Source: an optimization exercise on an open RTL-to-GDS flow (aim: small area). Production flows keep margins and buffers that such runs may drop.
In this exercise RTL edits were held to simulation tests only and were not proved equivalent to the original.
Power is estimated from default activity; no workload was simulated.

==> design.v <==
package pong_pkg;
	localparam int COORD_W    = 10;
	localparam int SPEED_W    = 3;
	localparam int LIVES_W    = 2;
	localparam int BCD2_W     = 8;
	localparam int RANK_IDX_W = 4;
	typedef logic [COORD_W-1:0]    coord_t;
	typedef logic [SPEED_W-1:0]    speed_t;
	typedef logic [LIVES_W-1:0]    lives_t;
	typedef logic [BCD2_W-1:0]     bcd2_t;      
	typedef logic [RANK_IDX_W-1:0] rank_idx_t;
	typedef enum logic [1:0] {HOLD, RIGHT, LEFT} paddle_cmd_e;
	typedef enum logic [1:0] {NONE, HIT, MISS} ball_event_e;
	typedef enum logic [1:0] {PLAY, RANKING, OVER} game_state_e;
	localparam coord_t H_ACTIVE = 10'd640;
	localparam coord_t V_ACTIVE = 10'd480;
	localparam coord_t OBJECT_SIZE   = 10'd10;
	localparam coord_t BAR_WIDTH     = 10'd60;
	localparam coord_t BAR_HEIGHT    = 10'd5;
	localparam coord_t BAR_SPEED     = 10'd5;
	localparam coord_t BOTTOM_MARGIN = 10'd50;
	localparam coord_t BAR_Y         = V_ACTIVE - BAR_HEIGHT - BOTTOM_MARGIN;  
	localparam coord_t BAR_START_X   = 10'd200;
	localparam coord_t SERVE_X       = 10'd200;
	localparam coord_t SERVE_Y       = 10'd50;
	localparam lives_t START_LIVES = 2'd3;
	localparam int     RANK_DEPTH  = 10;
endpackage
module frame_sync (
	input  logic                  Clock_25,
	input  logic                  system_resetn,
	input  logic                  vsync,
	input  logic                  restart_sw,
	input  logic                  btn_right,
	input  logic                  btn_left,
	output logic                  frame_start,
	output logic                  restart,
	output pong_pkg::paddle_cmd_e paddle_cmd
);
logic vsync_buf;
logic restart_sw_buf;
always_ff @ (posedge Clock_25 or negedge system_resetn) begin
	if (system_resetn == 1'b0) begin
		vsync_buf <= 1'b0;
		restart_sw_buf <= 1'b0;
	end else begin
		vsync_buf <= vsync;
		restart_sw_buf <= restart_sw;
	end
end
assign frame_start = vsync_buf & ~vsync;
assign restart = restart_sw ^ restart_sw_buf;
always_comb begin
	paddle_cmd = pong_pkg::HOLD;
	if (btn_right) begin
		paddle_cmd = pong_pkg::RIGHT;
	end else if (btn_left) begin
		paddle_cmd = pong_pkg::LEFT;
	end
end
endmodule
module paddle_tracker (
	input  logic                  Clock_25,
	input  logic                  system_resetn,
	input  logic                  frame_start,
	input  pong_pkg::paddle_cmd_e paddle_cmd,
	output pong_pkg::coord_t      bar_x
);
always_ff @ (posedge Clock_25 or negedge system_resetn) begin
	if (system_resetn == 1'b0) begin
		bar_x <= pong_pkg::BAR_START_X;
	end else if (frame_start) begin
		case (paddle_cmd)
			pong_pkg::RIGHT: begin
				if (bar_x < pong_pkg::H_ACTIVE - pong_pkg::BAR_WIDTH - pong_pkg::BAR_SPEED)
					bar_x <= bar_x + pong_pkg::BAR_SPEED;
			end
			pong_pkg::LEFT: begin
				if (bar_x > pong_pkg::BAR_SPEED)
					bar_x <= bar_x - pong_pkg::BAR_SPEED;
			end
			default: begin
				bar_x <= bar_x;  
			end
		endcase
	end
end
endmodule
module ball_physics (
	input  logic                  Clock_25,
	input  logic                  system_resetn,
	input  logic                  frame_start,
	input  logic                  restart,
	input  logic                  game_over,
	input  pong_pkg::speed_t      speed,
	input  logic                  serve_x_dir,
	input  logic                  serve_y_dir,
	input  pong_pkg::coord_t      bar_x,
	output pong_pkg::coord_t      ball_x,
	output pong_pkg::coord_t      ball_y,
	output pong_pkg::ball_event_e ball_event
);
pong_pkg::coord_t step;
logic moving_right;
logic moving_down;
logic right_ok;
logic left_ok;
logic up_ok;
logic down_ok;
logic on_paddle;
logic active_frame;
assign step = pong_pkg::coord_t'(speed);
assign active_frame = frame_start & ~game_over;
assign right_ok = ball_x < pong_pkg::H_ACTIVE - pong_pkg::OBJECT_SIZE - step;
assign left_ok  = ball_x >= step;
assign up_ok    = ball_y >= step;
assign down_ok  = ball_y <= pong_pkg::BAR_Y - pong_pkg::OBJECT_SIZE - step;
assign on_paddle = (ball_x >= bar_x)
	&& (ball_x + pong_pkg::OBJECT_SIZE <= bar_x + pong_pkg::BAR_WIDTH);
always_comb begin
	ball_event = pong_pkg::NONE;
	if (active_frame && moving_down && !down_ok) begin
		if (on_paddle)
			ball_event = pong_pkg::HIT;
		else
			ball_event = pong_pkg::MISS;
	end
end
always_ff @ (posedge Clock_25 or negedge system_resetn) begin
	if (system_resetn == 1'b0) begin
		ball_x <= pong_pkg::SERVE_X;
		ball_y <= pong_pkg::SERVE_Y;
		moving_right <= 1'b1;
		moving_down <= 1'b1;
	end else if (restart && game_over) begin
		ball_x <= pong_pkg::SERVE_X;
		ball_y <= pong_pkg::SERVE_Y;
		moving_right <= 1'b1;
		moving_down <= 1'b1;
	end else if (ball_event == pong_pkg::MISS) begin
		ball_x <= pong_pkg::SERVE_X;
		ball_y <= pong_pkg::SERVE_Y;
		moving_right <= serve_x_dir;
		moving_down <= serve_y_dir;
	end else if (active_frame) begin
		if (moving_right) begin
			if (right_ok)
				ball_x <= ball_x + step;
			else
				moving_right <= 1'b0;  
		end else begin
			if (left_ok)
				ball_x <= ball_x - step;
			else
				moving_right <= 1'b1;  
		end
		if (moving_down) begin
			if (down_ok)
				ball_y <= ball_y + step;
			else
				moving_down <= 1'b0;  
		end else begin
			if (up_ok)
				ball_y <= ball_y - step;
			else
				moving_down <= 1'b1;  
		end
	end
end
endmodule
module scoreboard (
	input  logic                  Clock_25,
	input  logic                  system_resetn,
	input  logic                  restart,
	input  pong_pkg::ball_event_e ball_event,
	output pong_pkg::bcd2_t       score,
	output pong_pkg::lives_t      lives,
	output logic                  game_over,
	output logic                  rank_insert,
	output pong_pkg::bcd2_t       game_number
);
pong_pkg::game_state_e state;
function automatic logic [7:0] bcd2_inc(input logic [7:0] value);
	logic [7:0] result;
	result = value;
	if (value[3:0] == 4'd9) begin
		result[3:0] = 4'd0;
		if (value[7:4] == 4'd9)
			result[7:4] = 4'd0;
		else
			result[7:4] = value[7:4] + 4'd1;
	end else begin
		result[3:0] = value[3:0] + 4'd1;
	end
	bcd2_inc = result;
endfunction
always_ff @ (posedge Clock_25 or negedge system_resetn) begin
	if (system_resetn == 1'b0) begin
		state <= pong_pkg::PLAY;
		score <= 8'h00;
		lives <= pong_pkg::START_LIVES;
		game_number <= 8'h00;
	end else begin
		case (state)
			pong_pkg::PLAY: begin
				if (ball_event == pong_pkg::HIT) begin
					score <= bcd2_inc(score);
				end else if (ball_event == pong_pkg::MISS) begin
					lives <= lives - 2'd1;
					if (lives == 2'd1) begin
						state <= pong_pkg::RANKING;
						game_number <= bcd2_inc(game_number);
					end
				end
			end
			pong_pkg::RANKING: state <= pong_pkg::OVER;  
			pong_pkg::OVER: begin
				if (restart) begin
					state <= pong_pkg::PLAY;
					score <= 8'h00;
					lives <= pong_pkg::START_LIVES;
				end
			end
			default: state <= pong_pkg::PLAY;
		endcase
	end
end
assign game_over = (state != pong_pkg::PLAY);
assign rank_insert = (state == pong_pkg::RANKING);
endmodule
module rank_table (
	input  logic                Clock_25,
	input  logic                system_resetn,
	input  logic                rank_insert,
	input  pong_pkg::bcd2_t     score,
	input  pong_pkg::bcd2_t     game_number,
	input  pong_pkg::rank_idx_t rank_index,
	output pong_pkg::bcd2_t     rank_score,
	output pong_pkg::bcd2_t     rank_game
);
pong_pkg::bcd2_t score_q [pong_pkg::RANK_DEPTH];
pong_pkg::bcd2_t game_q  [pong_pkg::RANK_DEPTH];
logic [pong_pkg::RANK_DEPTH-1:0] take_slot;
always_comb begin
	for (int i = 0; i < pong_pkg::RANK_DEPTH; i++) begin
		take_slot[i] = (score_q[i] <= score);
	end
end
always_ff @ (posedge Clock_25 or negedge system_resetn) begin
	if (system_resetn == 1'b0) begin
		for (int i = 0; i < pong_pkg::RANK_DEPTH; i++) begin
			score_q[i] <= 8'h00;
			game_q[i] <= 8'h00;
		end
	end else if (rank_insert) begin
		if (take_slot[0]) begin
			score_q[0] <= score;
			game_q[0] <= game_number;
		end
		for (int i = 1; i < pong_pkg::RANK_DEPTH; i++) begin
			if (take_slot[i] && !take_slot[i-1]) begin
				score_q[i] <= score;
				game_q[i] <= game_number;
			end else if (take_slot[i]) begin
				score_q[i] <= score_q[i-1];  
				game_q[i] <= game_q[i-1];
			end
		end
	end
end
always_comb begin
	rank_score = 8'h00;
	rank_game = 8'h00;
	if (rank_index < pong_pkg::RANK_DEPTH) begin
		rank_score = score_q[rank_index];
		rank_game = game_q[rank_index];
	end
end
endmodule
module pong_core (
	input  logic                Clock_25,
	input  logic                system_resetn,
	input  logic                vsync,
	input  logic                btn_right,
	input  logic                btn_left,
	input  pong_pkg::speed_t    speed,
	input  logic                serve_x_dir,
	input  logic                serve_y_dir,
	input  logic                restart_sw,
	input  pong_pkg::rank_idx_t rank_index,
	output pong_pkg::coord_t    ball_x,
	output pong_pkg::coord_t    ball_y,
	output pong_pkg::coord_t    bar_x,
	output pong_pkg::bcd2_t     score,
	output pong_pkg::lives_t    lives,
	output logic                game_over,
	output pong_pkg::bcd2_t     rank_score,
	output pong_pkg::bcd2_t     rank_game
);
logic frame_start;
logic restart;
logic rank_insert;
pong_pkg::paddle_cmd_e paddle_cmd;
pong_pkg::ball_event_e ball_event;
pong_pkg::bcd2_t game_number;
frame_sync u_frame_sync (
	.Clock_25      (Clock_25),
	.system_resetn (system_resetn),
	.vsync         (vsync),
	.restart_sw    (restart_sw),
	.btn_right     (btn_right),
	.btn_left      (btn_left),
	.frame_start   (frame_start),
	.restart       (restart),
	.paddle_cmd    (paddle_cmd)
);
paddle_tracker u_paddle_tracker (
	.Clock_25      (Clock_25),
	.system_resetn (system_resetn),
	.frame_start   (frame_start),
	.paddle_cmd    (paddle_cmd),
	.bar_x         (bar_x)
);
ball_physics u_ball_physics (
	.Clock_25      (Clock_25),
	.system_resetn (system_resetn),
	.frame_start   (frame_start),
	.restart       (restart),
	.game_over     (game_over),
	.speed         (speed),
	.serve_x_dir   (serve_x_dir),
	.serve_y_dir   (serve_y_dir),
	.bar_x         (bar_x),
	.ball_x        (ball_x),
	.ball_y        (ball_y),
	.ball_event    (ball_event)
);
scoreboard u_scoreboard (
	.Clock_25      (Clock_25),
	.system_resetn (system_resetn),
	.restart       (restart),
	.ball_event    (ball_event),
	.score         (score),
	.lives         (lives),
	.game_over     (game_over),
	.rank_insert   (rank_insert),
	.game_number   (game_number)
);
rank_table u_rank_table (
	.Clock_25      (Clock_25),
	.system_resetn (system_resetn),
	.rank_insert   (rank_insert),
	.score         (score),
	.game_number   (game_number),
	.rank_index    (rank_index),
	.rank_score    (rank_score),
	.rank_game     (rank_game)
);
endmodule
==> run.sh <==
#!/bin/bash
# synth_recipe.tcl (not shown) runs the flow's synth.tcl, then flattens the netlist and writes it again
# the make line also repeats each setting of config.mk as NAME=value (left out here)
make -C /OpenROAD-flow-scripts/flow DESIGN_CONFIG=/design/flow/config.mk WORK_HOME=/design/flow/orfs CLKGATE_MAP_FILE= SYNTH_SCRIPT=/design/flow/synth_recipe.tcl finish
==> config.mk <==
export PLATFORM = sky130hd
export DESIGN_NAME = pong_core
export DESIGN_NICKNAME = pong_core
export VERILOG_FILES = /design/flow/design.v
export SDC_FILE = /design/flow/constraint.sdc
export NUM_CORES = 4
export LEC_CHECK = 0
export CAP_MARGIN = 20
export CORE_MARGIN = 2
export CORE_UTILIZATION = 40
export SLEW_MARGIN = 20
==> constraint.sdc <==
create_clock -name core_clock -period 10.0 [get_ports {Clock_25}]
set_input_delay 2.0000 -clock core_clock [delete_from_list [all_inputs] [get_ports {Clock_25}]]
set_output_delay 2.0000 -clock core_clock [all_outputs]
set_load 0.01 [all_outputs]
==> impl_metrics.toml <==
[outcome]
outcome = "complete, no violations"

[global_routing]
grt_max_degree = 80
grt_remaining_overflow = 0
grt_pass1_vias = 11800
grt_use_total = 0.245
antenna_found_initial = 1
grt_pass1_wl_um = 69900

[placed_design]
io_buffers = 71
dp_cells = 2048
place_hpwl_um = 31000
place.gp.congestion = 0.937

[clocking]
clkSinkCount = 214
cts_buffers = 26
htree_levels = 1
cts_root_buf = "clkbuf_16"
hold_buffers = 0
cts_setup_buffers = 0
clk_pin_slew_ns = 0.06
clock_latency_ns = 0.54
clock_path_buffers = 3
postCtsResizedCells = 0
cts_tree = "done"

[setup_path]
r2r-start = "u_scoreboard.score[7]"
arrival_ns = 5.21
slowest_stage = "clkdlybuf4s50_1"
r2r_slack_ns = 5.17
worstPathRequired_ns = 8.00
path_cells = "clkdlybuf4s50_1, nand2b_1, nor2_2, a221oi_1, a31oi_1, clkdlybuf4s50_1"
start_kind = "input port"
critPathMaxFanout = 16
cp-end-kind = "primary output"
r2r-end = "u_rank_table.score_q[2][5]"
crit_top_cell = "clkdlybuf4s50_1"
rr_worst_depth = 8
max_stage_delay_ns = 0.89
worstSetupPathType = "in -> out"

[drt]
wl_um = 44700
drc = 0
detail-route-antenna-nets = 0
drt_iter0_markers = 1032
vias = 12300
avgRoutedWirePerCell_um = 21.4
first_pass_iters = 5
viasPerCell = 5.88

[synthesis]
synthTopCellsByCount = "dfrtp_1 (201), nand2_1 (181), o21ai_0 (177)"
synthCells = 1584
syn_area_mm2 = 0.0142
syn_nets = 1734
synth-compound-area-share = 0.195
synth_most_common_cell = "dfrtp_1"
ys.flop_type = "dfrtp_1"
synth_edf_count = 0
synth_top_cell_by_area = "dfrtp_1"
synth_xor_area_frac = 0.0252
avgSynthCellArea_um2 = 8.98
synthArstFlopShare = 1.00
synth_seq_cells = 214
synth.top_cells.by_area = "dfrtp_1 (35%), ha_1 (12%), mux2i_1 (7.3%)"
yosysTopAreaCellShare = 0.354
yosys.cell_types.count = 70
synth-seq-area-share = 0.378
muxShareOfSynthArea = 0.0901
yosys.area_share.simple = 0.151
yosys_warnings = 7
synthAdderAreaFrac = 0.121
synth_top_family_by_area = "compound AO/OA/AOI/OAI gates"

[sta]
skew_ns = 0.0191
max_freq_mhz = 139
rsz0062_at_grt = "false"
drv_slew = 0
slew_headroom = 0.260
fin_setup_tns_ns = 0
finalCritPeriodShare = 0.721
hold_viol = 0
final.min_clock_period_ns = 7.21
finalSetupViolCount = 0
max_slew.worst_pin.slew_ns = 1.11

[layout]
final_net_count = 1766
syn_to_final_growth_pct = 14.6
antennaDiodeCount = 0
instances_no_fill = 2095
multi_input_area_mm2 = 0.00835
fillCellCount = 3332
drive_above_1_share = 0.0814
seqCellArea_mm2 = 0.00537

[die]
dieArea_mm2 = 0.0371
chipHeight_um = 193
core_mm2 = 0.0353
start_util = 0.403
boundaryPins = 72
rows = 69
fp.dieW_um = 193

[power_and_ir_drop]
p_leak_nw = 7.16
ir_drop_mv = 0.114
p_per_area_mw_per_mm2 = 212

[worst_hold_path]
hold_class = "reg -> reg"
min_to = "u_rank_table.game_q[4][0]"
whs_path_depth = 2
min-delay-start = "u_rank_table.game_q[4][0]"

[job]
maxCapViolCount = 0
metal layers:
metal  global-route usage  vias to the layer above  part of all wire  wire [um]
met5                    0                        -           0.00027         12
met4               0.0628                        2             0.021        933
met3               0.0431                       68             0.076       3420
met2                0.384                      477              0.45      20200
met1                0.347                     5998              0.45      20100
li1                     -                     5779                 -          -
registers in the layout, summed over array words and instances (netlist names):
register / cells
u_rank_table.game_q: 80
u_rank_table.score_q: 80
u_ball_physics.ball_x: 10
u_ball_physics.ball_y: 10
u_paddle_tracker.bar_x: 10
u_scoreboard.game_number: 8
u_scoreboard.score: 8
u_scoreboard.lives: 2
u_scoreboard.state: 2
u_ball_physics.moving_down: 1
u_ball_physics.moving_right: 1
u_frame_sync.restart_sw_buf: 1
u_frame_sync.vsync_buf: 1
through the flow:
| step | instance area [um^2] | util | hold WS, ns | setup WS, ns | power, mW |
|---|---|---|---|---|---|
| 2_1_floorplan | 14200 | - | 0.470 | 4.57 | 1.99 |
| 3_3_place_gp | 15300 | 0.433 | 0.498 | 2.85 | 2.43 |
| 3_5_place_dp | 15300 | 0.434 | 0.505 | 2.76 | 2.46 |
| 4_1_cts | 16200 | 0.460 | 0.520 | 2.76 | 3.48 |
| 5_1_grt | 16300 | 0.462 | 0.542 | 2.76 | 3.71 |
| 6_report | 16300 | 0.462 | 0.516 | 2.79 | 3.46 |
kinds of logic after synthesis:
group / count (synthesis)
and+or+nand+nor: 473
adders and majority gates: 135
muxes: 125
buffers and inverters: 139
xor gates and xnor gates: 41
AOI/OAI and AO/OA: 457
DFF: 214
where the power goes:
part	switching, mW	leakage [nW]	internal (mW)
clock	0.387	0.453	0.620
sequential	0.224	2.88	0.985
combinational	0.681	3.83	0.563
total	1.29	7.16	2.17
layout make-up:
| cell class | instances | area share |
|---|---|---|
| Inverter | 50 | 0.0115 |
| Clock buffer | 39 | 0.0509 |
| Sequential cell | 214 | 0.329 |
| Timing Repair Buffer | 93 | 0.0552 |
| Tap cell | 461 | 0.0354 |
| Clock inverter | 7 | 0.00552 |
| Multi-Input combinational cell | 1231 | 0.512 |
worst max-delay path, delay by kind of cell:
kind / cells / cell delay (ns)
AND/OR/NAND/NOR: 2 / 1.08
buffers and inverters: 2 / 1.53
AO/OA/AOI/OAI: 2 / 0.60
layout by cell type, fill, tap and decap left out, drive strengths merged, types with 39 or more instances in the layout:
cell type / n
inv: 43
mux2i: 104
dfrtp: 201
nand2: 182
o21ai: 181
a21oi: 127
clkdlybuf4s50: 70
nor2: 138
clkbuf: 39
ha: 131
how the worst max path moves through the flow:
stage | from | end | slack, ns | cells past startpoint
2_1_floorplan | rank_index[1] | rank_game[6] | 4.57 | 5
3_3_place_gp | rank_index[3] | rank_score[4] | 2.85 | 7
3_5_place_dp | rank_index[3] | rank_score[4] | 2.76 | 7
4_1_cts | rank_index[3] | rank_score[4] | 2.76 | 7
5_1_grt | rank_index[2] | rank_score[6] | 2.76 | 7
6_report | rank_index[2] | rank_score[4] | 2.79 | 6

[port drivers added, routing unchanged]
The results above use ideal ports. As a check the final layout listed here was re-extracted and re-timed, cells and wires unchanged. Step 1: set_driving_cell puts a clkbuf_16 on Clock_25 and a buf_2 on each other input, an assumption about the parent block. Step 2, shift: input delay + t, output delay - t, t = (earliest + latest rising clock arrival at the registers) / 2. This alone moves slack from input paths to output paths. Three values: no drivers, after step 1, after step 2; two values: the first two.
t (ns): 0.585
setup WS [ns]: 2.785 / 2.751 / 2.751
worst setup path at the end: input to output
latest minus earliest clock arrival (ns): 0.020 / 0.020
After both steps setup and hold are still met in this run. The setup slack of this run moves by -0.034 ns with the drivers and by -0.034 ns with both steps.
